From an optimization exercise on the open Yosys and OpenROAD flow, aimed at small area, a short achievable clock period and few clock cycles; shortcuts taken in it are not production practice. Function was checked by simulation only, so behaviour that the tests miss may differ from the original.

<file path="config.mk">
export PLATFORM = sky130hd
export DESIGN_NAME = adc_divider_voltage_averager_core
export DESIGN_NICKNAME = adc_divider_voltage_averager_core
export VERILOG_FILES = /design/flow/design.v
export SDC_FILE = /design/flow/constraint.sdc
export NUM_CORES = 4
export LEC_CHECK = 0
export ABC_AREA = 1
export CAP_MARGIN = 20
export CORE_MARGIN = 2
export CORE_UTILIZATION = 40
export SLEW_MARGIN = 20
</file>
<file path="constraint.sdc">
create_clock -name core_clock -period 12.0 [get_ports {i_clk}]
set_input_delay 2.4000 -clock core_clock [delete_from_list [all_inputs] [get_ports {i_clk}]]
set_output_delay 2.4000 -clock core_clock [all_outputs]
set_load 0.01 [all_outputs]
</file>
<file path="design.v">
`timescale 1ns / 1ps
package adv_pkg;
    localparam logic [12:0] REF_RESET = 13'd3300;
    localparam logic [9:0]  THR_RESET = 10'd100;
    localparam logic signed [41:0] D1   = -42'sd203289785351;
    localparam logic signed [41:0] D0S  = -42'sd129195078400;
endpackage
`timescale 1ns / 1ps
module adv_kr (
    input  logic        i_clk,
    input  logic [12:0] i_ref,
    output logic [28:0] o_kr
);
    logic [16:0] r_k;
    logic [4:0]  w_hi;
    logic        w_wrap;
    assign w_hi   = r_k[16:12];
    assign w_wrap = (&r_k[11:5]) && ((6'(r_k[4:0]) + 6'(w_hi)) >= 6'd32);
    assign o_kr   = {r_k, 12'd0} + 29'(r_k) + 29'(w_hi) + 29'(w_wrap) + 29'd1;
    always_ff @(posedge i_clk) begin
        r_k <= (17'(i_ref) << 3) + (17'(i_ref) << 1) + 17'(i_ref);
    end
endmodule
module adv_read (
    input  logic [16:0] i_mv,
    input  logic        i_zero,    
    input  logic [9:0]  i_thr,
    input  logic [11:0] i_off,
    output logic [16:0] o_mv
);
    logic signed [17:0] w_r;
    assign w_r = $signed({1'b0, i_mv}) + 18'($signed(i_off));
    always_comb begin
        if (i_zero || (i_mv < 17'(i_thr)) || w_r[17]) begin
            o_mv = '0;
        end else begin
            o_mv = w_r[16:0];
        end
    end
endmodule
`timescale 1ns / 1ps
module adv_mul (
    input  logic signed [29:0] i_a,
    input  logic [17:0]        i_sel,    
    input  logic               i_pa,
    input  logic               i_pb,
    input  logic [28:0]        i_k,
    output logic [41:0]        o_sa,
    output logic [41:0]        o_sb
);
    logic [5:0]  w_ng;
    logic [41:0] w_c;
    assign w_c[1] = 1'b0;
    assign w_c[2] = 1'b0;
    logic [30:0] w_pp0;
    logic [30:0] w_pp1;
    logic [30:0] w_pp2;
    logic [30:0] w_pp3;
    logic [30:0] w_pp4;
    logic [30:0] w_pp5;
    logic t1, t2, t3, t4, t5, t6, t7, t8, t9, t10, t11, t12, t13, t14, t15, t16, t17, t18, t19, t20, t21, t22, t23, t24, t25, t26, t27, t28, t29, t30, t31, t32, t33, t34, t35, t36, t37, t38, t39, t40, t41, t42, t43, t44, t45, t46, t47, t48, t49, t50, t51, t52, t53, t54, t55, t56, t57, t58, t59, t60, t61, t62, t63, t64, t65, t66, t67, t68, t69, t70, t71, t72, t73, t74, t75, t76, t77, t78, t79, t80, t81, t82, t83, t84, t85, t86, t87, t88, t89, t90, t91, t92, t93, t94, t95, t96, t97, t98, t99, t100, t101, t102, t103, t104, t105, t106, t107, t108, t109, t110, t111, t112, t113, t114, t115, t116, t117, t118, t119, t120, t121, t122, t123, t124, t125, t126, t127, t128, t129, t130, t131, t132, t133, t134, t135, t136, t137, t138, t139, t140, t141, t142, t143, t144, t145, t146, t147, t148, t149, t150, t151, t152, t153, t154, t155, t156, t157, t158, t159, t160, t161, t162, t163, t164, t165, t166, t167, t168, t169, t170, t171, t172, t173, t174, t175, t176, t177, t178, t179, t180, t181, t182, t183, t184, t185, t186, t187, t188, t189, t190, t191, t192, t193, t194, t195, t196, t197, t198, t199, t200, t201, t202, t203, t204, t205, t206, t207, t208, t209, t210, t211, t212, t213, t214, t215, t216, t217, t218, t219, t220, t221, t222, t223, t224, t225, t226, t227, t228, t229, t230, t231, t232, t233, t234, t235, t236, t237, t238, t239, t240, t241, t242, t243, t244, t245, t246, t247, t248, t249, t250, t251, t252, t253, t254, t255, t256, t257, t258, t259, t260, t261, t262, t263, t264, t265, t266, t267, t268, t269, t270, t271, t272, t273, t274, t275, t276, t277, t278, t279, t280, t281, t282, t283, t284, t285, t286, t287, t288, t289, t290, t291, t292, t293, t294, t295, t296, t297, t298, t299, t300, t301, t302, t303, t304, t305, t306, t307, t308, t309, t310, t311, t312, t313, t314, t315, t316, t317, t318, t319, t320, t321, t322, t323, t324, t325, t326, t327, t328, t329, t330, t331, t332, t333, t334, t335, t336, t337, t338, t339, t340, t341, t342, t343, t344, t345, t346, t347, t348, t349, t350, t351, t352, t353, t354, t355, t356, t357, t358, t359, t360, t361, t362, t363, t364, t365, t366, t367, t368, t369, t370, t371, t372, t373, t374, t375, t376, t377, t378;
    adv_booth u_b0 (.i_a(i_a), .i_sel(i_sel[2:0]), .o_pp(w_pp0), .o_neg(w_ng[0]));
    adv_booth u_b1 (.i_a(i_a), .i_sel(i_sel[5:3]), .o_pp(w_pp1), .o_neg(w_ng[1]));
    adv_booth u_b2 (.i_a(i_a), .i_sel(i_sel[8:6]), .o_pp(w_pp2), .o_neg(w_ng[2]));
    adv_booth u_b3 (.i_a(i_a), .i_sel(i_sel[11:9]), .o_pp(w_pp3), .o_neg(w_ng[3]));
    adv_booth u_b4 (.i_a(i_a), .i_sel(i_sel[14:12]), .o_pp(w_pp4), .o_neg(w_ng[4]));
    adv_booth u_b5 (.i_a(i_a), .i_sel(i_sel[17:15]), .o_pp(w_pp5), .o_neg(w_ng[5]));
    assign w_c[0] = i_pa ? 1'b1 : (i_pb ? 1'b0 : 1'b0);
    assign w_c[3] = i_pa ? 1'b1 : (i_pb ? 1'b0 : 1'b0);
    assign w_c[4] = i_pa ? 1'b1 : (i_pb ? 1'b0 : 1'b0);
    assign w_c[5] = i_pa ? 1'b1 : (i_pb ? 1'b0 : 1'b0);
    assign w_c[6] = i_pa ? 1'b1 : (i_pb ? 1'b0 : 1'b0);
    assign w_c[7] = i_pa ? 1'b1 : (i_pb ? 1'b0 : 1'b0);
    assign w_c[8] = i_pa ? 1'b1 : (i_pb ? 1'b1 : 1'b0);
    assign w_c[9] = i_pa ? 1'b1 : (i_pb ? 1'b0 : 1'b0);
    assign w_c[10] = i_pa ? 1'b0 : (i_pb ? 1'b1 : 1'b0);
    assign w_c[11] = i_pa ? 1'b1 : (i_pb ? 1'b1 : i_k[0]);
    assign w_c[12] = i_pa ? 1'b0 : (i_pb ? 1'b0 : i_k[1]);
    assign w_c[13] = i_pa ? 1'b0 : (i_pb ? 1'b0 : i_k[2]);
    assign w_c[14] = i_pa ? 1'b0 : (i_pb ? 1'b0 : i_k[3]);
    assign w_c[15] = i_pa ? 1'b0 : (i_pb ? 1'b1 : i_k[4]);
    assign w_c[16] = i_pa ? 1'b0 : (i_pb ? 1'b1 : i_k[5]);
    assign w_c[17] = i_pa ? 1'b0 : (i_pb ? 1'b1 : i_k[6]);
    assign w_c[18] = i_pa ? 1'b1 : (i_pb ? 1'b1 : i_k[7]);
    assign w_c[19] = i_pa ? 1'b1 : (i_pb ? 1'b1 : i_k[8]);
    assign w_c[20] = i_pa ? 1'b1 : (i_pb ? 1'b1 : i_k[9]);
    assign w_c[21] = i_pa ? 1'b1 : (i_pb ? 1'b0 : i_k[10]);
    assign w_c[22] = i_pa ? 1'b1 : (i_pb ? 1'b1 : i_k[11]);
    assign w_c[23] = i_pa ? 1'b1 : (i_pb ? 1'b0 : i_k[12]);
    assign w_c[24] = i_pa ? 1'b0 : (i_pb ? 1'b1 : i_k[13]);
    assign w_c[25] = i_pa ? 1'b1 : (i_pb ? 1'b1 : i_k[14]);
    assign w_c[26] = i_pa ? 1'b0 : (i_pb ? 1'b0 : i_k[15]);
    assign w_c[27] = i_pa ? 1'b1 : (i_pb ? 1'b1 : i_k[16]);
    assign w_c[28] = i_pa ? 1'b0 : (i_pb ? 1'b0 : i_k[17]);
    assign w_c[29] = i_pa ? 1'b1 : (i_pb ? 1'b1 : i_k[18]);
    assign w_c[30] = i_pa ? 1'b0 : (i_pb ? 1'b1 : i_k[19]);
    assign w_c[31] = i_pa ? 1'b1 : (i_pb ? 1'b1 : i_k[20]);
    assign w_c[32] = i_pa ? 1'b0 : (i_pb ? 1'b1 : i_k[21]);
    assign w_c[33] = i_pa ? 1'b0 : (i_pb ? 1'b0 : i_k[22]);
    assign w_c[34] = i_pa ? 1'b0 : (i_pb ? 1'b0 : i_k[23]);
    assign w_c[35] = i_pa ? 1'b0 : (i_pb ? 1'b0 : i_k[24]);
    assign w_c[36] = i_pa ? 1'b1 : (i_pb ? 1'b0 : i_k[25]);
    assign w_c[37] = i_pa ? 1'b0 : (i_pb ? 1'b1 : i_k[26]);
    assign w_c[38] = i_pa ? 1'b1 : (i_pb ? 1'b1 : i_k[27]);
    assign w_c[39] = i_pa ? 1'b1 : (i_pb ? 1'b1 : i_k[28]);
    assign w_c[40] = i_pa ? 1'b1 : (i_pb ? 1'b1 : 1'b0);
    assign w_c[41] = i_pa ? 1'b1 : (i_pb ? 1'b1 : 1'b0);
    assign t1 = w_pp0[8] ^ w_pp1[6];
    assign t2 = w_pp0[8] & w_pp1[6];
    assign t3 = w_pp0[9] ^ w_pp1[7];
    assign t4 = w_pp0[9] & w_pp1[7];
    assign t5 = w_pp0[10] ^ w_pp1[8] ^ w_pp2[6];
    assign t6 = (w_pp0[10] & w_pp1[8]) | (w_pp2[6] & (w_pp0[10] ^ w_pp1[8]));
    assign t7 = w_pp3[4] ^ w_pp4[2];
    assign t8 = w_pp3[4] & w_pp4[2];
    assign t9 = w_pp0[11] ^ w_pp1[9] ^ w_pp2[7];
    assign t10 = (w_pp0[11] & w_pp1[9]) | (w_pp2[7] & (w_pp0[11] ^ w_pp1[9]));
    assign t11 = w_pp3[5] ^ w_pp4[3];
    assign t12 = w_pp3[5] & w_pp4[3];
    assign t13 = w_pp0[12] ^ w_pp1[10] ^ w_pp2[8];
    assign t14 = (w_pp0[12] & w_pp1[10]) | (w_pp2[8] & (w_pp0[12] ^ w_pp1[10]));
    assign t15 = w_pp3[6] ^ w_pp4[4];
    assign t16 = w_pp3[6] & w_pp4[4];
    assign t17 = w_pp0[13] ^ w_pp1[11] ^ w_pp2[9];
    assign t18 = (w_pp0[13] & w_pp1[11]) | (w_pp2[9] & (w_pp0[13] ^ w_pp1[11]));
    assign t19 = w_pp3[7] ^ w_pp4[5];
    assign t20 = w_pp3[7] & w_pp4[5];
    assign t21 = w_pp0[14] ^ w_pp1[12] ^ w_pp2[10];
    assign t22 = (w_pp0[14] & w_pp1[12]) | (w_pp2[10] & (w_pp0[14] ^ w_pp1[12]));
    assign t23 = w_pp3[8] ^ w_pp4[6];
    assign t24 = w_pp3[8] & w_pp4[6];
    assign t25 = w_pp0[15] ^ w_pp1[13] ^ w_pp2[11];
    assign t26 = (w_pp0[15] & w_pp1[13]) | (w_pp2[11] & (w_pp0[15] ^ w_pp1[13]));
    assign t27 = w_pp3[9] ^ w_pp4[7];
    assign t28 = w_pp3[9] & w_pp4[7];
    assign t29 = w_pp0[16] ^ w_pp1[14] ^ w_pp2[12];
    assign t30 = (w_pp0[16] & w_pp1[14]) | (w_pp2[12] & (w_pp0[16] ^ w_pp1[14]));
    assign t31 = w_pp3[10] ^ w_pp4[8];
    assign t32 = w_pp3[10] & w_pp4[8];
    assign t33 = w_pp0[17] ^ w_pp1[15] ^ w_pp2[13];
    assign t34 = (w_pp0[17] & w_pp1[15]) | (w_pp2[13] & (w_pp0[17] ^ w_pp1[15]));
    assign t35 = w_pp3[11] ^ w_pp4[9];
    assign t36 = w_pp3[11] & w_pp4[9];
    assign t37 = w_pp0[18] ^ w_pp1[16] ^ w_pp2[14];
    assign t38 = (w_pp0[18] & w_pp1[16]) | (w_pp2[14] & (w_pp0[18] ^ w_pp1[16]));
    assign t39 = w_pp3[12] ^ w_pp4[10];
    assign t40 = w_pp3[12] & w_pp4[10];
    assign t41 = w_pp0[19] ^ w_pp1[17] ^ w_pp2[15];
    assign t42 = (w_pp0[19] & w_pp1[17]) | (w_pp2[15] & (w_pp0[19] ^ w_pp1[17]));
    assign t43 = w_pp3[13] ^ w_pp4[11];
    assign t44 = w_pp3[13] & w_pp4[11];
    assign t45 = w_pp0[20] ^ w_pp1[18] ^ w_pp2[16];
    assign t46 = (w_pp0[20] & w_pp1[18]) | (w_pp2[16] & (w_pp0[20] ^ w_pp1[18]));
    assign t47 = w_pp3[14] ^ w_pp4[12];
    assign t48 = w_pp3[14] & w_pp4[12];
    assign t49 = w_pp0[21] ^ w_pp1[19] ^ w_pp2[17];
    assign t50 = (w_pp0[21] & w_pp1[19]) | (w_pp2[17] & (w_pp0[21] ^ w_pp1[19]));
    assign t51 = w_pp3[15] ^ w_pp4[13];
    assign t52 = w_pp3[15] & w_pp4[13];
    assign t53 = w_pp0[22] ^ w_pp1[20] ^ w_pp2[18];
    assign t54 = (w_pp0[22] & w_pp1[20]) | (w_pp2[18] & (w_pp0[22] ^ w_pp1[20]));
    assign t55 = w_pp3[16] ^ w_pp4[14];
    assign t56 = w_pp3[16] & w_pp4[14];
    assign t57 = w_pp0[23] ^ w_pp1[21] ^ w_pp2[19];
    assign t58 = (w_pp0[23] & w_pp1[21]) | (w_pp2[19] & (w_pp0[23] ^ w_pp1[21]));
    assign t59 = w_pp3[17] ^ w_pp4[15];
    assign t60 = w_pp3[17] & w_pp4[15];
    assign t61 = w_pp0[24] ^ w_pp1[22] ^ w_pp2[20];
    assign t62 = (w_pp0[24] & w_pp1[22]) | (w_pp2[20] & (w_pp0[24] ^ w_pp1[22]));
    assign t63 = w_pp3[18] ^ w_pp4[16];
    assign t64 = w_pp3[18] & w_pp4[16];
    assign t65 = w_pp0[25] ^ w_pp1[23] ^ w_pp2[21];
    assign t66 = (w_pp0[25] & w_pp1[23]) | (w_pp2[21] & (w_pp0[25] ^ w_pp1[23]));
    assign t67 = w_pp3[19] ^ w_pp4[17];
    assign t68 = w_pp3[19] & w_pp4[17];
    assign t69 = w_pp0[26] ^ w_pp1[24] ^ w_pp2[22];
    assign t70 = (w_pp0[26] & w_pp1[24]) | (w_pp2[22] & (w_pp0[26] ^ w_pp1[24]));
    assign t71 = w_pp3[20] ^ w_pp4[18];
    assign t72 = w_pp3[20] & w_pp4[18];
    assign t73 = w_pp0[27] ^ w_pp1[25] ^ w_pp2[23];
    assign t74 = (w_pp0[27] & w_pp1[25]) | (w_pp2[23] & (w_pp0[27] ^ w_pp1[25]));
    assign t75 = w_pp3[21] ^ w_pp4[19];
    assign t76 = w_pp3[21] & w_pp4[19];
    assign t77 = w_pp0[28] ^ w_pp1[26] ^ w_pp2[24];
    assign t78 = (w_pp0[28] & w_pp1[26]) | (w_pp2[24] & (w_pp0[28] ^ w_pp1[26]));
    assign t79 = w_pp3[22] ^ w_pp4[20];
    assign t80 = w_pp3[22] & w_pp4[20];
    assign t81 = w_pp0[29] ^ w_pp1[27] ^ w_pp2[25];
    assign t82 = (w_pp0[29] & w_pp1[27]) | (w_pp2[25] & (w_pp0[29] ^ w_pp1[27]));
    assign t83 = w_pp3[23] ^ w_pp4[21];
    assign t84 = w_pp3[23] & w_pp4[21];
    assign t85 = ~w_pp0[30] ^ w_pp1[28] ^ w_pp2[26];
    assign t86 = (~w_pp0[30] & w_pp1[28]) | (w_pp2[26] & (~w_pp0[30] ^ w_pp1[28]));
    assign t87 = w_pp3[24] ^ w_pp4[22] ^ w_pp5[20];
    assign t88 = (w_pp3[24] & w_pp4[22]) | (w_pp5[20] & (w_pp3[24] ^ w_pp4[22]));
    assign t89 = w_pp1[29] ^ w_pp2[27] ^ w_pp3[25];
    assign t90 = (w_pp1[29] & w_pp2[27]) | (w_pp3[25] & (w_pp1[29] ^ w_pp2[27]));
    assign t91 = w_pp4[23] ^ w_pp5[21];
    assign t92 = w_pp4[23] & w_pp5[21];
    assign t93 = ~w_pp1[30] ^ w_pp2[28] ^ w_pp3[26];
    assign t94 = (~w_pp1[30] & w_pp2[28]) | (w_pp3[26] & (~w_pp1[30] ^ w_pp2[28]));
    assign t95 = w_pp2[29] ^ w_pp3[27];
    assign t96 = w_pp2[29] & w_pp3[27];
    assign t97 = w_pp0[4] ^ w_pp1[2];
    assign t98 = w_pp0[4] & w_pp1[2];
    assign t99 = w_pp0[5] ^ w_pp1[3];
    assign t100 = w_pp0[5] & w_pp1[3];
    assign t101 = w_pp0[6] ^ w_pp1[4] ^ w_pp2[2];
    assign t102 = (w_pp0[6] & w_pp1[4]) | (w_pp2[2] & (w_pp0[6] ^ w_pp1[4]));
    assign t103 = w_pp3[0] ^ w_ng[3];
    assign t104 = w_pp3[0] & w_ng[3];
    assign t105 = w_pp0[7] ^ w_pp1[5] ^ w_pp2[3];
    assign t106 = (w_pp0[7] & w_pp1[5]) | (w_pp2[3] & (w_pp0[7] ^ w_pp1[5]));
    assign t107 = w_pp3[1] ^ w_c[7];
    assign t108 = w_pp3[1] & w_c[7];
    assign t109 = t1 ^ w_pp2[4] ^ w_pp3[2];
    assign t110 = (t1 & w_pp2[4]) | (w_pp3[2] & (t1 ^ w_pp2[4]));
    assign t111 = w_pp4[0] ^ w_ng[4] ^ w_c[8];
    assign t112 = (w_pp4[0] & w_ng[4]) | (w_c[8] & (w_pp4[0] ^ w_ng[4]));
    assign t113 = t2 ^ t3 ^ w_pp2[5];
    assign t114 = (t2 & t3) | (w_pp2[5] & (t2 ^ t3));
    assign t115 = w_pp3[3] ^ w_pp4[1] ^ w_c[9];
    assign t116 = (w_pp3[3] & w_pp4[1]) | (w_c[9] & (w_pp3[3] ^ w_pp4[1]));
    assign t117 = t4 ^ t5 ^ t7;
    assign t118 = (t4 & t5) | (t7 & (t4 ^ t5));
    assign t119 = w_pp5[0] ^ w_ng[5] ^ w_c[10];
    assign t120 = (w_pp5[0] & w_ng[5]) | (w_c[10] & (w_pp5[0] ^ w_ng[5]));
    assign t121 = t6 ^ t8 ^ t9;
    assign t122 = (t6 & t8) | (t9 & (t6 ^ t8));
    assign t123 = t11 ^ w_pp5[1] ^ w_c[11];
    assign t124 = (t11 & w_pp5[1]) | (w_c[11] & (t11 ^ w_pp5[1]));
    assign t125 = t10 ^ t12 ^ t13;
    assign t126 = (t10 & t12) | (t13 & (t10 ^ t12));
    assign t127 = t15 ^ w_pp5[2] ^ w_c[12];
    assign t128 = (t15 & w_pp5[2]) | (w_c[12] & (t15 ^ w_pp5[2]));
    assign t129 = t14 ^ t16 ^ t17;
    assign t130 = (t14 & t16) | (t17 & (t14 ^ t16));
    assign t131 = t19 ^ w_pp5[3] ^ w_c[13];
    assign t132 = (t19 & w_pp5[3]) | (w_c[13] & (t19 ^ w_pp5[3]));
    assign t133 = t18 ^ t20 ^ t21;
    assign t134 = (t18 & t20) | (t21 & (t18 ^ t20));
    assign t135 = t23 ^ w_pp5[4] ^ w_c[14];
    assign t136 = (t23 & w_pp5[4]) | (w_c[14] & (t23 ^ w_pp5[4]));
    assign t137 = t22 ^ t24 ^ t25;
    assign t138 = (t22 & t24) | (t25 & (t22 ^ t24));
    assign t139 = t27 ^ w_pp5[5] ^ w_c[15];
    assign t140 = (t27 & w_pp5[5]) | (w_c[15] & (t27 ^ w_pp5[5]));
    assign t141 = t26 ^ t28 ^ t29;
    assign t142 = (t26 & t28) | (t29 & (t26 ^ t28));
    assign t143 = t31 ^ w_pp5[6] ^ w_c[16];
    assign t144 = (t31 & w_pp5[6]) | (w_c[16] & (t31 ^ w_pp5[6]));
    assign t145 = t30 ^ t32 ^ t33;
    assign t146 = (t30 & t32) | (t33 & (t30 ^ t32));
    assign t147 = t35 ^ w_pp5[7] ^ w_c[17];
    assign t148 = (t35 & w_pp5[7]) | (w_c[17] & (t35 ^ w_pp5[7]));
    assign t149 = t34 ^ t36 ^ t37;
    assign t150 = (t34 & t36) | (t37 & (t34 ^ t36));
    assign t151 = t39 ^ w_pp5[8] ^ w_c[18];
    assign t152 = (t39 & w_pp5[8]) | (w_c[18] & (t39 ^ w_pp5[8]));
    assign t153 = t38 ^ t40 ^ t41;
    assign t154 = (t38 & t40) | (t41 & (t38 ^ t40));
    assign t155 = t43 ^ w_pp5[9] ^ w_c[19];
    assign t156 = (t43 & w_pp5[9]) | (w_c[19] & (t43 ^ w_pp5[9]));
    assign t157 = t42 ^ t44 ^ t45;
    assign t158 = (t42 & t44) | (t45 & (t42 ^ t44));
    assign t159 = t47 ^ w_pp5[10] ^ w_c[20];
    assign t160 = (t47 & w_pp5[10]) | (w_c[20] & (t47 ^ w_pp5[10]));
    assign t161 = t46 ^ t48 ^ t49;
    assign t162 = (t46 & t48) | (t49 & (t46 ^ t48));
    assign t163 = t51 ^ w_pp5[11] ^ w_c[21];
    assign t164 = (t51 & w_pp5[11]) | (w_c[21] & (t51 ^ w_pp5[11]));
    assign t165 = t50 ^ t52 ^ t53;
    assign t166 = (t50 & t52) | (t53 & (t50 ^ t52));
    assign t167 = t55 ^ w_pp5[12] ^ w_c[22];
    assign t168 = (t55 & w_pp5[12]) | (w_c[22] & (t55 ^ w_pp5[12]));
    assign t169 = t54 ^ t56 ^ t57;
    assign t170 = (t54 & t56) | (t57 & (t54 ^ t56));
    assign t171 = t59 ^ w_pp5[13] ^ w_c[23];
    assign t172 = (t59 & w_pp5[13]) | (w_c[23] & (t59 ^ w_pp5[13]));
    assign t173 = t58 ^ t60 ^ t61;
    assign t174 = (t58 & t60) | (t61 & (t58 ^ t60));
    assign t175 = t63 ^ w_pp5[14] ^ w_c[24];
    assign t176 = (t63 & w_pp5[14]) | (w_c[24] & (t63 ^ w_pp5[14]));
    assign t177 = t62 ^ t64 ^ t65;
    assign t178 = (t62 & t64) | (t65 & (t62 ^ t64));
    assign t179 = t67 ^ w_pp5[15] ^ w_c[25];
    assign t180 = (t67 & w_pp5[15]) | (w_c[25] & (t67 ^ w_pp5[15]));
    assign t181 = t66 ^ t68 ^ t69;
    assign t182 = (t66 & t68) | (t69 & (t66 ^ t68));
    assign t183 = t71 ^ w_pp5[16] ^ w_c[26];
    assign t184 = (t71 & w_pp5[16]) | (w_c[26] & (t71 ^ w_pp5[16]));
    assign t185 = t70 ^ t72 ^ t73;
    assign t186 = (t70 & t72) | (t73 & (t70 ^ t72));
    assign t187 = t75 ^ w_pp5[17] ^ w_c[27];
    assign t188 = (t75 & w_pp5[17]) | (w_c[27] & (t75 ^ w_pp5[17]));
    assign t189 = t74 ^ t76 ^ t77;
    assign t190 = (t74 & t76) | (t77 & (t74 ^ t76));
    assign t191 = t79 ^ w_pp5[18] ^ w_c[28];
    assign t192 = (t79 & w_pp5[18]) | (w_c[28] & (t79 ^ w_pp5[18]));
    assign t193 = t78 ^ t80 ^ t81;
    assign t194 = (t78 & t80) | (t81 & (t78 ^ t80));
    assign t195 = t83 ^ w_pp5[19] ^ w_c[29];
    assign t196 = (t83 & w_pp5[19]) | (w_c[29] & (t83 ^ w_pp5[19]));
    assign t197 = t82 ^ t84 ^ t85;
    assign t198 = (t82 & t84) | (t85 & (t82 ^ t84));
    assign t199 = t87 ^ w_c[30] ^ 1'b1;
    assign t200 = (t87 & w_c[30]) | (1'b1 & (t87 ^ w_c[30]));
    assign t201 = t86 ^ t88 ^ t89;
    assign t202 = (t86 & t88) | (t89 & (t86 ^ t88));
    assign t203 = t91 ^ w_c[31] ^ 1'b1;
    assign t204 = (t91 & w_c[31]) | (1'b1 & (t91 ^ w_c[31]));
    assign t205 = t90 ^ t92 ^ t93;
    assign t206 = (t90 & t92) | (t93 & (t90 ^ t92));
    assign t207 = w_pp4[24] ^ w_pp5[22] ^ w_c[32];
    assign t208 = (w_pp4[24] & w_pp5[22]) | (w_c[32] & (w_pp4[24] ^ w_pp5[22]));
    assign t209 = t94 ^ t95 ^ w_pp4[25];
    assign t210 = (t94 & t95) | (w_pp4[25] & (t94 ^ t95));
    assign t211 = w_pp5[23] ^ w_c[33] ^ 1'b1;
    assign t212 = (w_pp5[23] & w_c[33]) | (1'b1 & (w_pp5[23] ^ w_c[33]));
    assign t213 = t96 ^ ~w_pp2[30] ^ w_pp3[28];
    assign t214 = (t96 & ~w_pp2[30]) | (w_pp3[28] & (t96 ^ ~w_pp2[30]));
    assign t215 = w_pp4[26] ^ w_pp5[24] ^ w_c[34];
    assign t216 = (w_pp4[26] & w_pp5[24]) | (w_c[34] & (w_pp4[26] ^ w_pp5[24]));
    assign t217 = w_pp3[29] ^ w_pp4[27] ^ w_pp5[25];
    assign t218 = (w_pp3[29] & w_pp4[27]) | (w_pp5[25] & (w_pp3[29] ^ w_pp4[27]));
    assign t219 = w_c[35] ^ 1'b1;
    assign t220 = w_c[35] & 1'b1;
    assign t221 = ~w_pp3[30] ^ w_pp4[28] ^ w_pp5[26];
    assign t222 = (~w_pp3[30] & w_pp4[28]) | (w_pp5[26] & (~w_pp3[30] ^ w_pp4[28]));
    assign t223 = w_pp4[29] ^ w_pp5[27];
    assign t224 = w_pp4[29] & w_pp5[27];
    assign t225 = t97 ^ w_pp2[0];
    assign t226 = t97 & w_pp2[0];
    assign t227 = t98 ^ t99 ^ w_pp2[1];
    assign t228 = (t98 & t99) | (w_pp2[1] & (t98 ^ t99));
    assign t229 = t100 ^ t101 ^ t103;
    assign t230 = (t100 & t101) | (t103 & (t100 ^ t101));
    assign t231 = t102 ^ t104 ^ t105;
    assign t232 = (t102 & t104) | (t105 & (t102 ^ t104));
    assign t233 = t106 ^ t108 ^ t109;
    assign t234 = (t106 & t108) | (t109 & (t106 ^ t108));
    assign t235 = t110 ^ t112 ^ t113;
    assign t236 = (t110 & t112) | (t113 & (t110 ^ t112));
    assign t237 = t114 ^ t116 ^ t117;
    assign t238 = (t114 & t116) | (t117 & (t114 ^ t116));
    assign t239 = t118 ^ t120 ^ t121;
    assign t240 = (t118 & t120) | (t121 & (t118 ^ t120));
    assign t241 = t122 ^ t124 ^ t125;
    assign t242 = (t122 & t124) | (t125 & (t122 ^ t124));
    assign t243 = t126 ^ t128 ^ t129;
    assign t244 = (t126 & t128) | (t129 & (t126 ^ t128));
    assign t245 = t130 ^ t132 ^ t133;
    assign t246 = (t130 & t132) | (t133 & (t130 ^ t132));
    assign t247 = t134 ^ t136 ^ t137;
    assign t248 = (t134 & t136) | (t137 & (t134 ^ t136));
    assign t249 = t138 ^ t140 ^ t141;
    assign t250 = (t138 & t140) | (t141 & (t138 ^ t140));
    assign t251 = t142 ^ t144 ^ t145;
    assign t252 = (t142 & t144) | (t145 & (t142 ^ t144));
    assign t253 = t146 ^ t148 ^ t149;
    assign t254 = (t146 & t148) | (t149 & (t146 ^ t148));
    assign t255 = t150 ^ t152 ^ t153;
    assign t256 = (t150 & t152) | (t153 & (t150 ^ t152));
    assign t257 = t154 ^ t156 ^ t157;
    assign t258 = (t154 & t156) | (t157 & (t154 ^ t156));
    assign t259 = t158 ^ t160 ^ t161;
    assign t260 = (t158 & t160) | (t161 & (t158 ^ t160));
    assign t261 = t162 ^ t164 ^ t165;
    assign t262 = (t162 & t164) | (t165 & (t162 ^ t164));
    assign t263 = t166 ^ t168 ^ t169;
    assign t264 = (t166 & t168) | (t169 & (t166 ^ t168));
    assign t265 = t170 ^ t172 ^ t173;
    assign t266 = (t170 & t172) | (t173 & (t170 ^ t172));
    assign t267 = t174 ^ t176 ^ t177;
    assign t268 = (t174 & t176) | (t177 & (t174 ^ t176));
    assign t269 = t178 ^ t180 ^ t181;
    assign t270 = (t178 & t180) | (t181 & (t178 ^ t180));
    assign t271 = t182 ^ t184 ^ t185;
    assign t272 = (t182 & t184) | (t185 & (t182 ^ t184));
    assign t273 = t186 ^ t188 ^ t189;
    assign t274 = (t186 & t188) | (t189 & (t186 ^ t188));
    assign t275 = t190 ^ t192 ^ t193;
    assign t276 = (t190 & t192) | (t193 & (t190 ^ t192));
    assign t277 = t194 ^ t196 ^ t197;
    assign t278 = (t194 & t196) | (t197 & (t194 ^ t196));
    assign t279 = t198 ^ t200 ^ t201;
    assign t280 = (t198 & t200) | (t201 & (t198 ^ t200));
    assign t281 = t202 ^ t204 ^ t205;
    assign t282 = (t202 & t204) | (t205 & (t202 ^ t204));
    assign t283 = t206 ^ t208 ^ t209;
    assign t284 = (t206 & t208) | (t209 & (t206 ^ t208));
    assign t285 = t210 ^ t212 ^ t213;
    assign t286 = (t210 & t212) | (t213 & (t210 ^ t212));
    assign t287 = t214 ^ t216 ^ t217;
    assign t288 = (t214 & t216) | (t217 & (t214 ^ t216));
    assign t289 = t218 ^ t220 ^ t221;
    assign t290 = (t218 & t220) | (t221 & (t218 ^ t220));
    assign t291 = t222 ^ t223 ^ w_c[37];
    assign t292 = (t222 & t223) | (w_c[37] & (t222 ^ t223));
    assign t293 = t224 ^ ~w_pp4[30] ^ w_pp5[28];
    assign t294 = (t224 & ~w_pp4[30]) | (w_pp5[28] & (t224 ^ ~w_pp4[30]));
    assign t295 = w_pp5[29] ^ w_c[39];
    assign t296 = w_pp5[29] & w_c[39];
    assign t297 = w_pp0[0] ^ w_ng[0];
    assign t298 = w_pp0[0] & w_ng[0];
    assign t299 = w_pp0[2] ^ w_pp1[0];
    assign t300 = w_pp0[2] & w_pp1[0];
    assign t301 = w_pp0[3] ^ w_pp1[1] ^ w_c[3];
    assign t302 = (w_pp0[3] & w_pp1[1]) | (w_c[3] & (w_pp0[3] ^ w_pp1[1]));
    assign t303 = t225 ^ w_ng[2] ^ w_c[4];
    assign t304 = (t225 & w_ng[2]) | (w_c[4] & (t225 ^ w_ng[2]));
    assign t305 = t226 ^ t227 ^ w_c[5];
    assign t306 = (t226 & t227) | (w_c[5] & (t226 ^ t227));
    assign t307 = t228 ^ t229 ^ w_c[6];
    assign t308 = (t228 & t229) | (w_c[6] & (t228 ^ t229));
    assign t309 = t230 ^ t231 ^ t107;
    assign t310 = (t230 & t231) | (t107 & (t230 ^ t231));
    assign t311 = t232 ^ t233 ^ t111;
    assign t312 = (t232 & t233) | (t111 & (t232 ^ t233));
    assign t313 = t234 ^ t235 ^ t115;
    assign t314 = (t234 & t235) | (t115 & (t234 ^ t235));
    assign t315 = t236 ^ t237 ^ t119;
    assign t316 = (t236 & t237) | (t119 & (t236 ^ t237));
    assign t317 = t238 ^ t239 ^ t123;
    assign t318 = (t238 & t239) | (t123 & (t238 ^ t239));
    assign t319 = t240 ^ t241 ^ t127;
    assign t320 = (t240 & t241) | (t127 & (t240 ^ t241));
    assign t321 = t242 ^ t243 ^ t131;
    assign t322 = (t242 & t243) | (t131 & (t242 ^ t243));
    assign t323 = t244 ^ t245 ^ t135;
    assign t324 = (t244 & t245) | (t135 & (t244 ^ t245));
    assign t325 = t246 ^ t247 ^ t139;
    assign t326 = (t246 & t247) | (t139 & (t246 ^ t247));
    assign t327 = t248 ^ t249 ^ t143;
    assign t328 = (t248 & t249) | (t143 & (t248 ^ t249));
    assign t329 = t250 ^ t251 ^ t147;
    assign t330 = (t250 & t251) | (t147 & (t250 ^ t251));
    assign t331 = t252 ^ t253 ^ t151;
    assign t332 = (t252 & t253) | (t151 & (t252 ^ t253));
    assign t333 = t254 ^ t255 ^ t155;
    assign t334 = (t254 & t255) | (t155 & (t254 ^ t255));
    assign t335 = t256 ^ t257 ^ t159;
    assign t336 = (t256 & t257) | (t159 & (t256 ^ t257));
    assign t337 = t258 ^ t259 ^ t163;
    assign t338 = (t258 & t259) | (t163 & (t258 ^ t259));
    assign t339 = t260 ^ t261 ^ t167;
    assign t340 = (t260 & t261) | (t167 & (t260 ^ t261));
    assign t341 = t262 ^ t263 ^ t171;
    assign t342 = (t262 & t263) | (t171 & (t262 ^ t263));
    assign t343 = t264 ^ t265 ^ t175;
    assign t344 = (t264 & t265) | (t175 & (t264 ^ t265));
    assign t345 = t266 ^ t267 ^ t179;
    assign t346 = (t266 & t267) | (t179 & (t266 ^ t267));
    assign t347 = t268 ^ t269 ^ t183;
    assign t348 = (t268 & t269) | (t183 & (t268 ^ t269));
    assign t349 = t270 ^ t271 ^ t187;
    assign t350 = (t270 & t271) | (t187 & (t270 ^ t271));
    assign t351 = t272 ^ t273 ^ t191;
    assign t352 = (t272 & t273) | (t191 & (t272 ^ t273));
    assign t353 = t274 ^ t275 ^ t195;
    assign t354 = (t274 & t275) | (t195 & (t274 ^ t275));
    assign t355 = t276 ^ t277 ^ t199;
    assign t356 = (t276 & t277) | (t199 & (t276 ^ t277));
    assign t357 = t278 ^ t279 ^ t203;
    assign t358 = (t278 & t279) | (t203 & (t278 ^ t279));
    assign t359 = t280 ^ t281 ^ t207;
    assign t360 = (t280 & t281) | (t207 & (t280 ^ t281));
    assign t361 = t282 ^ t283 ^ t211;
    assign t362 = (t282 & t283) | (t211 & (t282 ^ t283));
    assign t363 = t284 ^ t285 ^ t215;
    assign t364 = (t284 & t285) | (t215 & (t284 ^ t285));
    assign t365 = t286 ^ t287 ^ t219;
    assign t366 = (t286 & t287) | (t219 & (t286 ^ t287));
    assign t367 = t288 ^ t289 ^ w_c[36];
    assign t368 = (t288 & t289) | (w_c[36] & (t288 ^ t289));
    assign t369 = t290 ^ t291 ^ 1'b1;
    assign t370 = (t290 & t291) | (1'b1 & (t290 ^ t291));
    assign t371 = t292 ^ t293 ^ w_c[38];
    assign t372 = (t292 & t293) | (w_c[38] & (t292 ^ t293));
    assign t373 = t294 ^ t295 ^ 1'b1;
    assign t374 = (t294 & t295) | (1'b1 & (t294 ^ t295));
    assign t375 = t296 ^ ~w_pp5[30] ^ w_c[40];
    assign t376 = (t296 & ~w_pp5[30]) | (w_c[40] & (t296 ^ ~w_pp5[30]));
    assign t377 = w_c[41] ^ 1'b1;
    assign t378 = w_c[41] & 1'b1;
    assign o_sa = {t376, t374, t372, t370, t368, t366, t364, t362, t360, t358, t356, t354, t352, t350, t348, t346, t344, t342, t340, t338, t336, t334, t332, t330, t328, t326, t324, t322, t320, t318, t316, t314, t312, t310, t308, t306, t304, t302, t300, t299, t298, t297};
    assign o_sb = {t377, t375, t373, t371, t369, t367, t365, t363, t361, t359, t357, t355, t353, t351, t349, t347, t345, t343, t341, t339, t337, t335, t333, t331, t329, t327, t325, t323, t321, t319, t317, t315, t313, t311, t309, t307, t305, t303, t301, w_ng[1], w_pp0[1], w_c[0]};
endmodule
module adv_booth (
    input  logic [29:0] i_a,
    input  logic [2:0]  i_sel,    
    output logic [30:0] o_pp,
    output logic        o_neg
);
    logic one, two;
    assign one   = i_sel[2];
    assign two   = i_sel[1];
    assign o_neg = i_sel[0];
    assign o_pp  = (({31{one}} & {i_a[29], i_a}) | ({31{two}} & {i_a, 1'b0})) ^ {31{o_neg}};
endmodule
module adv_s3t (
    input  logic [11:0] i_x,
    output logic [27:0] o_t
);
    logic [27:0] w_r0, w_r1, w_r2;
    assign w_r0[0] = 1'(16'haaaa >> i_x[3:0]);
    assign w_r0[1] = 1'(16'hcccc >> i_x[3:0]);
    assign w_r0[2] = 1'(16'ha5a5 >> i_x[3:0]);
    assign w_r0[3] = 1'(16'hc936 >> i_x[3:0]);
    assign w_r0[4] = 1'(16'h5b6d >> i_x[3:0]);
    assign w_r0[5] = 1'(16'h9249 >> i_x[3:0]);
    assign w_r0[6] = 1'(16'h1c71 >> i_x[3:0]);
    assign w_r0[7] = 1'(16'hb52b >> i_x[3:0]);
    assign w_r0[8] = 1'(16'h264d >> i_x[3:0]);
    assign w_r0[9] = 1'(16'h92db >> i_x[3:0]);
    assign w_r0[10] = 1'(16'h2492 >> i_x[3:0]);
    assign w_r0[11] = 1'(16'hc71c >> i_x[3:0]);
    assign w_r0[12] = 1'(16'hf81f >> i_x[3:0]);
    assign w_r0[13] = 1'(16'h001f >> i_x[3:0]);
    assign w_r0[14] = 1'(16'haab5 >> i_x[3:0]);
    assign w_r0[15] = 1'(16'hccd9 >> i_x[3:0]);
    assign w_r0[16] = 1'(16'hf0e1 >> i_x[3:0]);
    assign w_r0[17] = 1'(16'h00fe >> i_x[3:0]);
    assign w_r0[18] = 1'(16'h00ff >> i_x[3:0]);
    assign w_r0[19] = 1'(16'hff00 >> i_x[3:0]);
    assign w_r0[20] = 1'b0;
    assign w_r0[21] = 1'b0;
    assign w_r0[22] = 1'b0;
    assign w_r0[23] = 1'b0;
    assign w_r0[24] = 1'b0;
    assign w_r0[25] = 1'b0;
    assign w_r0[26] = 1'b1;
    assign w_r0[27] = 1'b0;
    assign w_r1[0] = 1'b0;
    assign w_r1[1] = 1'b0;
    assign w_r1[2] = 1'b0;
    assign w_r1[3] = 1'b0;
    assign w_r1[4] = 1'(16'haaaa >> i_x[7:4]);
    assign w_r1[5] = 1'(16'hcccc >> i_x[7:4]);
    assign w_r1[6] = 1'(16'h5a5a >> i_x[7:4]);
    assign w_r1[7] = 1'(16'h936c >> i_x[7:4]);
    assign w_r1[8] = 1'(16'hb6da >> i_x[7:4]);
    assign w_r1[9] = 1'(16'hdb6c >> i_x[7:4]);
    assign w_r1[10] = 1'(16'h1c70 >> i_x[7:4]);
    assign w_r1[11] = 1'(16'hb52a >> i_x[7:4]);
    assign w_r1[12] = 1'(16'h264c >> i_x[7:4]);
    assign w_r1[13] = 1'(16'h92da >> i_x[7:4]);
    assign w_r1[14] = 1'(16'hdb6c >> i_x[7:4]);
    assign w_r1[15] = 1'(16'h1c70 >> i_x[7:4]);
    assign w_r1[16] = 1'(16'h1f80 >> i_x[7:4]);
    assign w_r1[17] = 1'(16'he000 >> i_x[7:4]);
    assign w_r1[18] = 1'(16'haaaa >> i_x[7:4]);
    assign w_r1[19] = 1'(16'hcccc >> i_x[7:4]);
    assign w_r1[20] = 1'(16'hf0f0 >> i_x[7:4]);
    assign w_r1[21] = 1'(16'hff00 >> i_x[7:4]);
    assign w_r1[22] = 1'b0;
    assign w_r1[23] = 1'b0;
    assign w_r1[24] = 1'b0;
    assign w_r1[25] = 1'b0;
    assign w_r1[26] = 1'b0;
    assign w_r1[27] = 1'b0;
    assign w_r2[0] = 1'b0;
    assign w_r2[1] = 1'b0;
    assign w_r2[2] = 1'b0;
    assign w_r2[3] = 1'b0;
    assign w_r2[4] = 1'b0;
    assign w_r2[5] = 1'b0;
    assign w_r2[6] = 1'b0;
    assign w_r2[7] = 1'b0;
    assign w_r2[8] = 1'(16'haaaa >> i_x[11:8]);
    assign w_r2[9] = 1'(16'hcccc >> i_x[11:8]);
    assign w_r2[10] = 1'(16'h5a5a >> i_x[11:8]);
    assign w_r2[11] = 1'(16'h936c >> i_x[11:8]);
    assign w_r2[12] = 1'(16'hb6da >> i_x[11:8]);
    assign w_r2[13] = 1'(16'hdb6c >> i_x[11:8]);
    assign w_r2[14] = 1'(16'h1c70 >> i_x[11:8]);
    assign w_r2[15] = 1'(16'hb52a >> i_x[11:8]);
    assign w_r2[16] = 1'(16'h264c >> i_x[11:8]);
    assign w_r2[17] = 1'(16'h92da >> i_x[11:8]);
    assign w_r2[18] = 1'(16'hdb6c >> i_x[11:8]);
    assign w_r2[19] = 1'(16'h1c70 >> i_x[11:8]);
    assign w_r2[20] = 1'(16'h1f80 >> i_x[11:8]);
    assign w_r2[21] = 1'(16'he000 >> i_x[11:8]);
    assign w_r2[22] = 1'(16'haaaa >> i_x[11:8]);
    assign w_r2[23] = 1'(16'hcccc >> i_x[11:8]);
    assign w_r2[24] = 1'(16'hf0f0 >> i_x[11:8]);
    assign w_r2[25] = 1'(16'hff00 >> i_x[11:8]);
    assign w_r2[26] = 1'b0;
    assign w_r2[27] = 1'b0;
    assign o_t = w_r0 + w_r1 + w_r2;
endmodule
`timescale 1ns / 1ps
module adv_benc (
    input  logic [11:0] i_u,
    output logic [17:0] o_sel
);
    logic [12:0] w_b;
    assign w_b = {i_u, 1'b0};
    for (genvar i = 0; i < 6; i++) begin : g_dig
        logic b0, b1, b2;
        assign b0 = w_b[2*i];
        assign b1 = w_b[2*i+1];
        assign b2 = w_b[2*i+2];
        assign o_sel[3*i+2] = b0 ^ b1;
        assign o_sel[3*i+1] = (b2 & ~b1 & ~b0) | (~b2 & b1 & b0);
        assign o_sel[3*i]   = b2;
    end
endmodule
`timescale 1ns / 1ps
module adc_divider_voltage_averager_core (
    input  logic        i_clk,
    input  logic        i_rst_n,
    input  logic        i_in_valid,
    output logic        o_in_ready,
    input  logic [15:0] i_in_data,    
    output logic        o_out_valid,
    input  logic        i_out_ready,
    output logic [23:0] o_out_data,   
    input  logic        i_cfg_we,
    input  logic [1:0]  i_cfg_idx,
    input  logic [12:0] i_cfg_data
);
    localparam logic [1:0] OP_NONE = 2'd0;
    localparam logic [1:0] OP_A    = 2'd1;    
    localparam logic [1:0] OP_B    = 2'd2;    
    localparam logic [1:0] OP_J    = 2'd3;    
    logic        r_filter;
    logic [12:0] r_ref;
    logic [11:0] r_off;
    logic [9:0]  r_thr;
    always_ff @(posedge i_clk) begin
        if (!i_rst_n) begin
            r_filter <= 1'b0;
            r_ref    <= adv_pkg::REF_RESET;
            r_off    <= '0;
            r_thr    <= adv_pkg::THR_RESET;
        end else if (i_cfg_we) begin
            case (i_cfg_idx)
                2'd0:    r_filter <= i_cfg_data[0];
                2'd1:    r_ref    <= i_cfg_data;
                2'd2:    r_off    <= i_cfg_data[11:0];
                default: r_thr    <= i_cfg_data[9:0];
            endcase
        end
    end
    logic [28:0] w_kr;
    adv_kr u_kr (
        .i_clk (i_clk),
        .i_ref (r_ref),
        .o_kr  (w_kr)
    );
    logic        r_ready;
    logic        w_take;
    logic [3:0]  r_cnt;
    logic [11:0] r_xx, r_xl;
    logic        r_xv, r_xf;
    logic        w_xon, w_xfirst, w_xlast;
    logic [3:0]  r_wch, r_wch2;
    assign w_take   = i_in_valid & r_ready;
    assign w_xon    = r_xv & r_xf;
    assign w_xfirst = (r_cnt == 4'd1);
    assign w_xlast  = (r_cnt == 4'd0);
    always_ff @(posedge i_clk) begin
        r_xx <= i_in_data[15:4];
        r_xl <= i_in_data[15:4] & {12{r_filter}};
        r_xf <= r_filter;
        if (!i_rst_n) begin
            r_xv  <= 1'b0;
            r_cnt <= '0;
        end else begin
            r_xv <= w_take;
            if (w_take) r_cnt <= r_cnt + 4'd1;
        end
        if (w_take && (r_cnt == 4'd0)) r_wch <= i_in_data[3:0];
        if (r_xv && w_xlast)  r_wch2 <= r_wch;
    end
    localparam logic [17:0] NEG_DIGITS = 18'b001_001_001_001_001_001;
    logic [1:0]         r_m1op, r_csop;
    logic signed [29:0] r_a;
    logic [17:0]        r_sel, r_sel2, w_sel_x, w_sel_j;
    logic               r_m1first, r_m1last, r_csfirst, r_cslast;
    logic [41:0]        w_sa, w_sb, r_csa, r_csb, w_p;
    logic               r_jpend;
    logic [16:0]        r_jp;    
    logic               w_vdone;
    logic               w_csa_op, w_jwant, w_job_go;
    logic [11:0]        w_mu;
    logic [27:0]        w_t;
    assign w_csa_op = (r_csop == OP_A);
    assign w_jwant  = w_vdone || r_jpend;
    assign w_job_go = w_jwant && !w_csa_op && !w_xon;
    adv_s3t u_s3t (
        .i_x (r_xl),
        .o_t (w_t)
    );
    adv_benc u_enc_x (
        .i_u   ({~r_xx[11], r_xx[10:0]}),
        .o_sel (w_sel_x)
    );
    adv_benc u_enc_j (
        .i_u   (r_jpend ? r_jp[11:0] : w_mu),    
        .o_sel (w_sel_j)
    );
    adv_mul u_mul (
        .i_a   (r_a),
        .i_sel (r_sel),
        .i_pa  (r_m1op == OP_A),
        .i_pb  (r_m1op == OP_B),
        .i_k   (r_a[28:0]),    
        .o_sa  (w_sa),
        .o_sb  (w_sb)
    );
    assign w_p = r_csa + r_csb;
    always_ff @(posedge i_clk) begin
        if (!i_rst_n) begin
            r_m1op <= OP_NONE;
            r_csop <= OP_NONE;
        end else begin
            if (w_csa_op) begin
                r_m1op <= OP_B;
            end else if (w_xon) begin
                r_m1op <= OP_A;
            end else if (w_job_go) begin
                r_m1op <= OP_J;
            end else begin
                r_m1op <= OP_NONE;
            end
            r_csop <= r_m1op;
        end
        r_sel2 <= r_sel;
        if (w_csa_op) begin
            r_a       <= w_p[39:10];
            r_sel     <= r_sel2 ^ NEG_DIGITS;
            r_m1first <= r_csfirst;
            r_m1last  <= r_cslast;
        end else if (w_xon) begin
            r_a       <= 30'(w_t);
            r_sel     <= w_sel_x ^ NEG_DIGITS;
            r_m1first <= w_xfirst;
            r_m1last  <= w_xlast;
        end else begin
            r_a       <= 30'(w_kr);
            r_sel     <= w_sel_j;
            r_m1first <= w_xfirst;
            r_m1last  <= w_xlast;
        end
        r_csa     <= w_sa;
        r_csb     <= w_sb;
        r_csfirst <= r_m1first;
        r_cslast  <= r_m1last;
    end
    logic               r_vv, r_vfirst, r_vlast;
    logic signed [19:0] r_vval;
    logic signed [22:0] r_acc, w_acc;
    assign w_vdone = r_vv && r_vlast;
    assign w_acc   = (r_vfirst ? 23'sd0 : r_acc) + 23'(r_vval);
    always_ff @(posedge i_clk) begin
        if (!i_rst_n) begin
            r_vv <= 1'b0;
        end else begin
            r_vv <= (r_csop == OP_B) || (r_xv && !r_xf);
        end
        if (r_csop == OP_B) begin
            r_vval   <= w_p[41:22];
            r_vfirst <= r_csfirst;
            r_vlast  <= r_cslast;
        end else begin
            r_vval   <= 20'(r_xx);
            r_vfirst <= w_xfirst;
            r_vlast  <= w_xlast;
        end
        if (r_vv) begin
            r_acc <= w_acc;
        end
    end
    logic        r_ov;
    logic [16:0] r_omv;
    logic        r_jzf;
    logic        r_jqv;
    logic [16:0] w_mv;
    assign w_mu = w_acc[22] ? 12'h800 : {~w_acc[15], w_acc[14:4]};
    always_ff @(posedge i_clk) begin
        if (!i_rst_n) begin
            r_jpend <= 1'b0;
            r_jqv   <= 1'b0;
        end else begin
            r_jpend <= w_jwant && !w_job_go;
            r_jqv   <= (r_csop == OP_J);
        end
        if (w_vdone) begin
            r_jp  <= 17'(w_mu);
            r_jzf <= w_acc[22] && (r_ref != '0);
        end
        if (r_csop == OP_J) begin
            r_jp <= w_p[40:24];
        end
    end
    adv_read u_read (
        .i_mv   (r_jp),
        .i_zero (r_jzf),
        .i_thr  (r_thr),
        .i_off  (r_off),
        .o_mv   (w_mv)
    );
    always_ff @(posedge i_clk) begin
        if (!i_rst_n) begin
            r_ov <= 1'b0;
        end else if (r_jqv) begin
            r_ov <= 1'b1;
        end else if (i_out_ready) begin
            r_ov <= 1'b0;
        end
        if (r_jqv) begin
            r_omv <= w_mv;
        end
    end
    assign o_out_valid = r_ov;
    assign o_out_data  = {3'b000, r_omv, r_wch2};
    logic       r_pend;
    logic       w_pend_n;
    logic [3:0] w_cnt_n;
    logic       w_ton, r_ton1, r_ton2, r_ton3;
    logic       w_jwant_n, w_block;
    assign w_ton     = w_take & r_filter;
    assign w_cnt_n   = w_take ? r_cnt + 4'd1 : r_cnt;
    assign w_pend_n  = (w_take && (r_cnt == 4'd15)) || (r_pend && !(r_ov && i_out_ready));
    assign w_jwant_n = (w_jwant && !w_job_go)
                     || ((r_csop == OP_B) ? r_cslast : (r_xv && !r_xf && w_xlast));
    assign w_block = (r_filter && r_ton1)                              
                   || (!r_filter && (w_ton || r_ton1 || r_ton2 || r_ton3))  
                   || (r_filter && w_jwant_n && (w_ton || r_ton2))      
                   || ((w_cnt_n == 4'd15) && w_pend_n);                
    always_ff @(posedge i_clk) begin
        if (!i_rst_n) begin
            r_pend  <= 1'b0;
            r_ready <= 1'b0;
            r_ton1  <= 1'b0;
            r_ton2  <= 1'b0;
            r_ton3  <= 1'b0;
        end else begin
            r_pend  <= w_pend_n;
            r_ready <= !w_block;
            r_ton1  <= w_ton;
            r_ton2  <= r_ton1;
            r_ton3  <= r_ton2;
        end
    end
    assign o_in_ready = r_ready;
endmodule
</file>
<file path="run.sh">
#!/bin/bash
# synth_recipe.tcl (not shown) runs the flow's synth.tcl, then flattens the netlist and writes it again
# the make line also repeats each setting of config.mk as NAME=value (left out here)
make -C /OpenROAD-flow-scripts/flow DESIGN_CONFIG=/design/flow/config.mk WORK_HOME=/design/flow/orfs CLKGATE_MAP_FILE= SYNTH_SCRIPT=/design/flow/synth_recipe.tcl finish
</file>
==> impl_metrics.ini, run 1 <==
[floorplanning]
rows = 94
die_w_um = 262
fp.dieH_um = 262
initial_core_util_pct = 40.5
core_um2 = 66000
io_pins = 62
dieArea_um2 = 68900

[cts]
cts_post_setup_buffers_inserted = 0
cts_max_path_buffers = 3
h-tree-depth = 2
path_clk_slew_ns = 0.06
clock_latency_ns = 0.60
root_buffer = clkbuf_16
cts_resized = 0
cts_buffers = 41
tritoncts = done
cts_num_sinks = 337
cts_hold_buf = 0

[place]
port_buffers = 58
hpwl_mm = 64.9
gp_congestion = 0.999
placed_cell_area_um2 = 28000

[drt]
ant_nets = 0
drc = 0
drt_iter0_markers = 1936
routed_via_density = 5.43
totalWireLength_mm = 85.9
routedWlPerCell_um = 20.1
drt_pass1_iterations = 6
vias = 23183

[timing]
hold_violations = 0
finalSetupViolCount = 0
fmax_ghz = 0.242
post-route-period-util_pct = 34.5
worstMarginPinSlew_ns = 1.13
hold-worst-slack_ns = 0.326
period_needed_ns = 4.14
rsz0062_at_grt = no
slew_headroom_pct = 22.8
finClkSkew_ns = 0.0348
drv_slew = 0
fin_setup_tns_ns = 0

[finish]
finish.net_count = 3789
final_layout_size_suffix_gt1_share_pct = 4.52
final_area_um2 = 29400
layout_common_cells = nand2_1 (539), inv_1 (485), nor2_1 (281)
final_common_cell = nand2_1
final_util_pct = 44.6
area_growth_pct = 10.2

[grt]
grt_first_pass_wirelength_mm = 132
grt_usage_pct = 24.6
antenna_found_initial = 0
grt_pass1_vias = 22400
grt_max_degree = 57
grt_overflow = 0

[logic_synthesis]
ys_ff_latch = 337
avgSynthCellArea_um2 = 7.89
synth_edf_count = 66
netlist.area_leader.share_pct = 20.3
ys_seq_area_share_pct = 27.7
synth_cell_types = 62
syn_inst = 3385
ys.flop_type = dfxtp_1
syn-cell-area_um2 = 26700
synth_warnings = 3
synth_area_leader_cell = dfxtp_1
netlist_top_cells_area = dfxtp_1 (20%), fa_1 (13%), ha_1 (9.4%)
async_flop_share_pct = 0

[hold_path]
hold_class = flop to flop

[worst_setup_path]
cp.required_ns = 12.48
worstPathArrival_ns = 4.62
cp_max_fo = 14
endpoint_kind = flop
worstSetupStartpointType = flop
criticalPathCategory = flop to flop

[status]
status = complete, no violations

[job]
maxCapViolations = 0
through the flow:
step / setup WS, ns / cells
after global placement: 7.55 / 4194
after floorplan: 8.58 / 3387
after CTS: 7.94 / 4270
after detailed placement: 7.72 / 4195
after global routing: 7.60 / 4271
final: 7.86 / 4272
sequential cells by signal (all words and copies together), names as in the netlist, 10 cells and up:
register  flops
r_a          30
r_acc        23
r_csa        42
r_csb        42
r_jp         17
r_off        12
r_omv        17
r_ref        13
r_sel        18
r_sel2       17
r_thr        10
r_vval       20
r_xl         12
r_xx         12
u_kr.r_k     17
layout make-up:
| class | count | area (µm²) |
|---|---|---|
| Fill cell | 6661 | 36500 |
| Inverter | 494 | 1850 |
| Antenna cell | 1 | 2.50 |
| Timing Repair Buffer | 85 | 798 |
| Multi-Input combinational cell | 2416 | 16900 |
| Sequential cell | 337 | 7410 |
| Clock buffer | 58 | 1210 |
| Tap cell | 864 | 1080 |
| Clock inverter | 17 | 196 |
logic make-up (layout without fill, tap and decap cells):
kind of cell / after synthesis / after routing / share of synthesized area [%]
AO/OA/AOI/OAI: 690 / 690 / 14.8
XOR/XNOR: 257 / 257 / 8.43
adder cells (fa/ha/maj): 378 / 378 / 22.7
buffers and inverters: 634 / 654 / 9.09
flip-flops: 337 / 337 / 27.7
other: 1 / 4 / 0.0140
AND/OR/NAND/NOR: 1088 / 1088 / 17.3
layer usage:
layer  part of all wire (%)  wire, µm  GRT usage, %
met5                      0         0             0
met4                    4.2      3620          10.7
met3                    7.6      6510          3.95
met2                     44     37500          38.3
met1                     45     38300          33.7
Yosys cell counts, drive strengths merged, types with 13 or more instances:
cell    count
o21ai     207
nor4       16
fa        177
xor2      237
nand2     548
nand3     152
o21bai     17
inv       489
ha        201
o22ai     182
or2        23
buf        31
a21o       13
xnor2      20
dfxtp     271
edfxtp     66
a21oi     198
a31oi      24
nand4      22
clkbuf    109
nor2      286
nor3       26
path summary, 6_finish.rpt:
| check | from | end | slack, ns | cells past startpoint |
|---|---|---|---|---|
| setup / recovery | r_sel[0] | r_csb[31] | 7.86 | 10 |
| hold / removal | r_m1last | r_cslast | 0.33 | 0 |
| setup reg to reg | r_sel[0] | r_csb[31] | 7.86 | 10 |
| hold reg to reg | r_m1last | r_cslast | 0.33 | 0 |
critical path, stage by stage (launching register included):
cell	delay, ns
dfxtp_1	0.69
clkinv_1	0.61
buf_8	0.36
xor2_1	0.20
fa_1	0.50
fa_1	0.56
inv_1	0.05
fa_1	0.47
inv_1	0.05
fa_1	0.49
inv_1	0.04
Testbench counts, summed over its fixed seeds: cycles 3,480.
==> run 2: changes to the inputs <==
--- a/design.v
+++ b/design.v
@@ -654,4 +654,4 @@
     logic [3:0]  r_cnt;
-    logic [11:0] r_xx, r_xl;
-    logic        r_xv, r_xf;
+    logic [11:0] r_xl;
+    logic        r_xv;
     logic        w_xon, w_xfirst, w_xlast;
@@ -659,3 +659,3 @@
     assign w_take   = i_in_valid & r_ready;
-    assign w_xon    = r_xv & r_xf;
+    assign w_xon    = r_xv;
     assign w_xfirst = (r_cnt == 4'd1);
@@ -663,5 +663,3 @@
     always_ff @(posedge i_clk) begin
-        r_xx <= i_in_data[15:4];
         r_xl <= i_in_data[15:4] & {12{r_filter}};
-        r_xf <= r_filter;
         if (!i_rst_n) begin
@@ -670,3 +668,3 @@
         end else begin
-            r_xv <= w_take;
+            r_xv <= w_take && r_filter;    
             if (w_take) r_cnt <= r_cnt + 4'd1;
@@ -674,3 +672,3 @@
         if (w_take && (r_cnt == 4'd0)) r_wch <= i_in_data[3:0];
-        if (r_xv && w_xlast)  r_wch2 <= r_wch;
+        if (w_take && (r_cnt == 4'd15)) r_wch2 <= r_wch;
     end
@@ -696,3 +694,3 @@
     adv_benc u_enc_x (
-        .i_u   ({~r_xx[11], r_xx[10:0]}),
+        .i_u   ({~r_xl[11], r_xl[10:0]}),
         .o_sel (w_sel_x)
@@ -760,3 +758,3 @@
         end else begin
-            r_vv <= (r_csop == OP_B) || (r_xv && !r_xf);
+            r_vv <= (r_csop == OP_B) || (w_take && !r_filter);
         end
@@ -767,5 +765,5 @@
         end else begin
-            r_vval   <= 20'(r_xx);
-            r_vfirst <= w_xfirst;
-            r_vlast  <= w_xlast;
+            r_vval   <= 20'(i_in_data[15:4]);
+            r_vfirst <= (r_cnt == 4'd0);
+            r_vlast  <= (r_cnt == 4'd15);
         end
@@ -777,3 +775,5 @@
     logic [16:0] r_omv;
+    logic [3:0]  r_och;
     logic        r_jzf;
+    logic [3:0]  r_jch;
     logic        r_jqv;
@@ -792,2 +792,3 @@
             r_jzf <= w_acc[22] && (r_ref != '0);
+            r_jch <= r_wch2;
         end
@@ -814,2 +815,3 @@
             r_omv <= w_mv;
+            r_och <= r_jch;
         end
@@ -817,3 +819,3 @@
     assign o_out_valid = r_ov;
-    assign o_out_data  = {3'b000, r_omv, r_wch2};
+    assign o_out_data  = {3'b000, r_omv, r_och};
     logic       r_pend;
@@ -821,3 +823,3 @@
     logic [3:0] w_cnt_n;
-    logic       w_ton, r_ton1, r_ton2, r_ton3;
+    logic       w_ton, r_ton1, r_ton2, r_ton3, r_ton4;
     logic       w_jwant_n, w_block;
@@ -827,5 +829,5 @@
     assign w_jwant_n = (w_jwant && !w_job_go)
-                     || ((r_csop == OP_B) ? r_cslast : (r_xv && !r_xf && w_xlast));
+                     || ((r_csop == OP_B) ? r_cslast : (w_take && !r_filter && (r_cnt == 4'd15)));
     assign w_block = (r_filter && r_ton1)                              
-                   || (!r_filter && (w_ton || r_ton1 || r_ton2 || r_ton3))  
+                   || (!r_filter && (w_ton || r_ton1 || r_ton2 || r_ton3 || r_ton4))  
                    || (r_filter && w_jwant_n && (w_ton || r_ton2))      
@@ -839,2 +841,3 @@
             r_ton3  <= 1'b0;
+            r_ton4  <= 1'b0;
         end else begin
@@ -845,2 +848,3 @@
             r_ton3  <= r_ton2;
+            r_ton4  <= r_ton3;
         end
==> impl_metrics.ini, run 2 <==
[drt]
vias = 23392
totalWireLength_mm = 86.2
drt_pass1_iterations = 8
routedWlPerCell_um = 19.9
ant_nets = 0
drt_iter0_markers = 2321
routed_via_density = 5.41
drc = 0

[floorplanning]
core_um2 = 66100
fp.dieH_um = 263
initial_core_util_pct = 40.6
dieArea_um2 = 69100
die_w_um = 263
io_pins = 62
rows = 94

[timing]
setup_ws_ns = 7.74
fin_setup_tns_ns = 0
period_needed_ns = 4.26
fmax_ghz = 0.235
drv_slew = 0
finClkSkew_ns = 0.0349
slew_headroom_pct = 22.3
finalSetupViolCount = 0
hold_violations = 0
post-route-period-util_pct = 35.5
rsz0062_at_grt = no
worstMarginPinSlew_ns = 1.16

[finish]
regArea_um2 = 7390
final_common_cell = nand2_1
final_area_um2 = 29400
area_growth_pct = 9.59
fillers = 6658
reg.largest.list = r_csa x42, r_csb x42, r_a x30
final_layout_size_suffix_gt1_share_pct = 3.98
multi_input_area_um2 = 16900
final_cells = 4327
diodes = 0
finish.net_count = 3847
layout_common_cells = nand2_1 (612), inv_1 (499), nor2_1 (290)

[worst_setup_path]
worstPathArrival_ns = 4.72
criticalPathCategory = flop to flop
cp.required_ns = 12.46
worstSetupStartpointType = flop
reg2reg_depth = 18
cp_common_cell = nand2_1
cpPeakStageDelay_ns = 0.58
ff2ff_setup_slack_ns = 7.74
endpoint_kind = flop
reg2reg_to = r_a[22]
cp_slowest_cell = dfxtp_1
r2r_start = r_xl[9]
worstPathCellList = inv_1 -> ha_1 -> or2_2 -> nand2_1 -> o21ai_0 -> fa_1 -> inv_1 -> ha_1 -> nand2_1 -> nor2_1 -> nand4_1 -> o21ai_0 -> a21oi_1 -> or2_2 -> nand3_1 -> nand2_1 -> nand2_1 -> nand2_1
cp_max_fo = 9
crit_path_end = r_a[22]
crit_start = r_xl[9]

[cts]
path_clk_slew_ns = 0.06
h-tree-depth = 2
cts_resized = 0
clock_latency_ns = 0.61
cts_max_path_buffers = 3
cts_num_sinks = 332
tritoncts = done
cts_buffers = 39
cts_post_setup_buffers_inserted = 0
root_buffer = clkbuf_16
cts_hold_buf = 0

[place]
hpwl_mm = 66.4
gp_congestion = 0.980
port_buffers = 58
placed_cell_area_um2 = 28100
post-place-ws_ns = 7.70
placedCellCount = 4256

[logic_synthesis]
synth_cell_types = 59
netlist.area_leader.share_pct = 19.3
ys.flop_type = dfxtp_1
netlist_top_cells_area = dfxtp_1 (19%), fa_1 (13%), ha_1 (9.4%)
ys_seq_area_share_pct = 27.6
synthTopCellsByCount = nand2_1 (612), inv_1 (499), nor2_1 (291)
synth_warnings = 3
ys_ff_latch = 332
avgSynthCellArea_um2 = 7.80
synth_edf_count = 74
syn_inst = 3439
async_flop_share_pct = 0
synth_area_leader_cell = dfxtp_1
post-synth-top-count-cell = nand2_1
syn-cell-area_um2 = 26800

[hold_path]
hold_class = flop to flop
min-delay-start = r_m1first

[grt]
grt_overflow = 0
antenna_found_initial = 1
grt_usage_pct = 24.6
grt_max_degree = 53
grt_first_pass_wirelength_mm = 133
grt_pass1_vias = 22302

[job]
maxCapViolations = 0

[status]
status = complete, no violations
## run 2: cells by family after synthesis
kind of cell	share of synthesized area, %
AO/OA/AOI/OAI	14.5
other	0.0140
flip-flops	27.6
XOR/XNOR	8.27
adder cells (fa/ha/maj)	22.6
AND/OR/NAND/NOR	17.8
buffers and inverters	9.29
## run 2: critical path, delay by kind of cell (launching register included)
kind / cells / cell delay, ns
adder cells (fa/ha/maj): 3 / 1.22
buffers and inverters: 2 / 0.32
AO/OA/AOI/OAI: 3 / 0.65
AND/OR/NAND/NOR: 10 / 1.34
flip-flops: 1 / 0.58
## run 2: per-layer routing
| metal | global-route usage, % | share of wire, % |
|---|---|---|
| met4 | 8.60 | 3.6 |
| met5 | 0 | 0 |
| met1 | 35.6 | 45 |
| met2 | 37.0 | 42 |
| met3 | 4.00 | 8.6 |
## run 2: stage by stage
step | hold WS (ns) | util (%)
3_3_place_gp | 0.314 | 42.5
5_1_grt | 0.344 | 44.4
3_5_place_dp | 0.316 | 42.5
4_1_cts | 0.331 | 44.4
2_1_floorplan | 0.310 | -
6_report | 0.328 | 44.4
## run 2: area by class of cell
type,count,area share (%)
repair buffers,84,2.64
flip-flops and latches,332,25.2
clock buffers,52,3.62
well taps,864,3.68
multi-input cells,2462,57.7
clock inverters,19,0.673
inverters,514,6.57
## run 2: worst min-delay path by stage
stage / cells after the start / to
floorplan: 0 / r_csfirst
global placement: 0 / r_cslast
detailed placement: 0 / r_cslast
CTS: 0 / r_csfirst
global route: 0 / r_cslast
finish: 0 / r_csfirst
Testbench counts of run 2, summed over its fixed seeds: cycles 3,464.

[what the ideal ports hide]
No port has a modelled driver above. Below, the same layouts with a new extraction and two added sets of constraints. Step 1: set_driving_cell puts a clkbuf_16 on i_clk and a buf_2 on each other input, an assumption about the parent block. Step 2 times the ports against the registers' clock, not the clock port: input delays grow and output delays shrink by t, the midpoint of the rising clock arrivals with the driver on. Three values: ideal ports, drivers, drivers and shift; two values: the first two.
run | t, ns | setup WS [ns] | pins driven straight from the clock port
run 1 | 0.639 | 7.862 / 7.862 / 7.716 | 1
run 2 | 0.651 | 7.739 / 7.739 / 7.690 | 1
After both steps setup and hold are still met in every run listed. The setup slack of run 1, which loses most, moves by 0.000 ns with the drivers and by -0.146 ns with both steps.
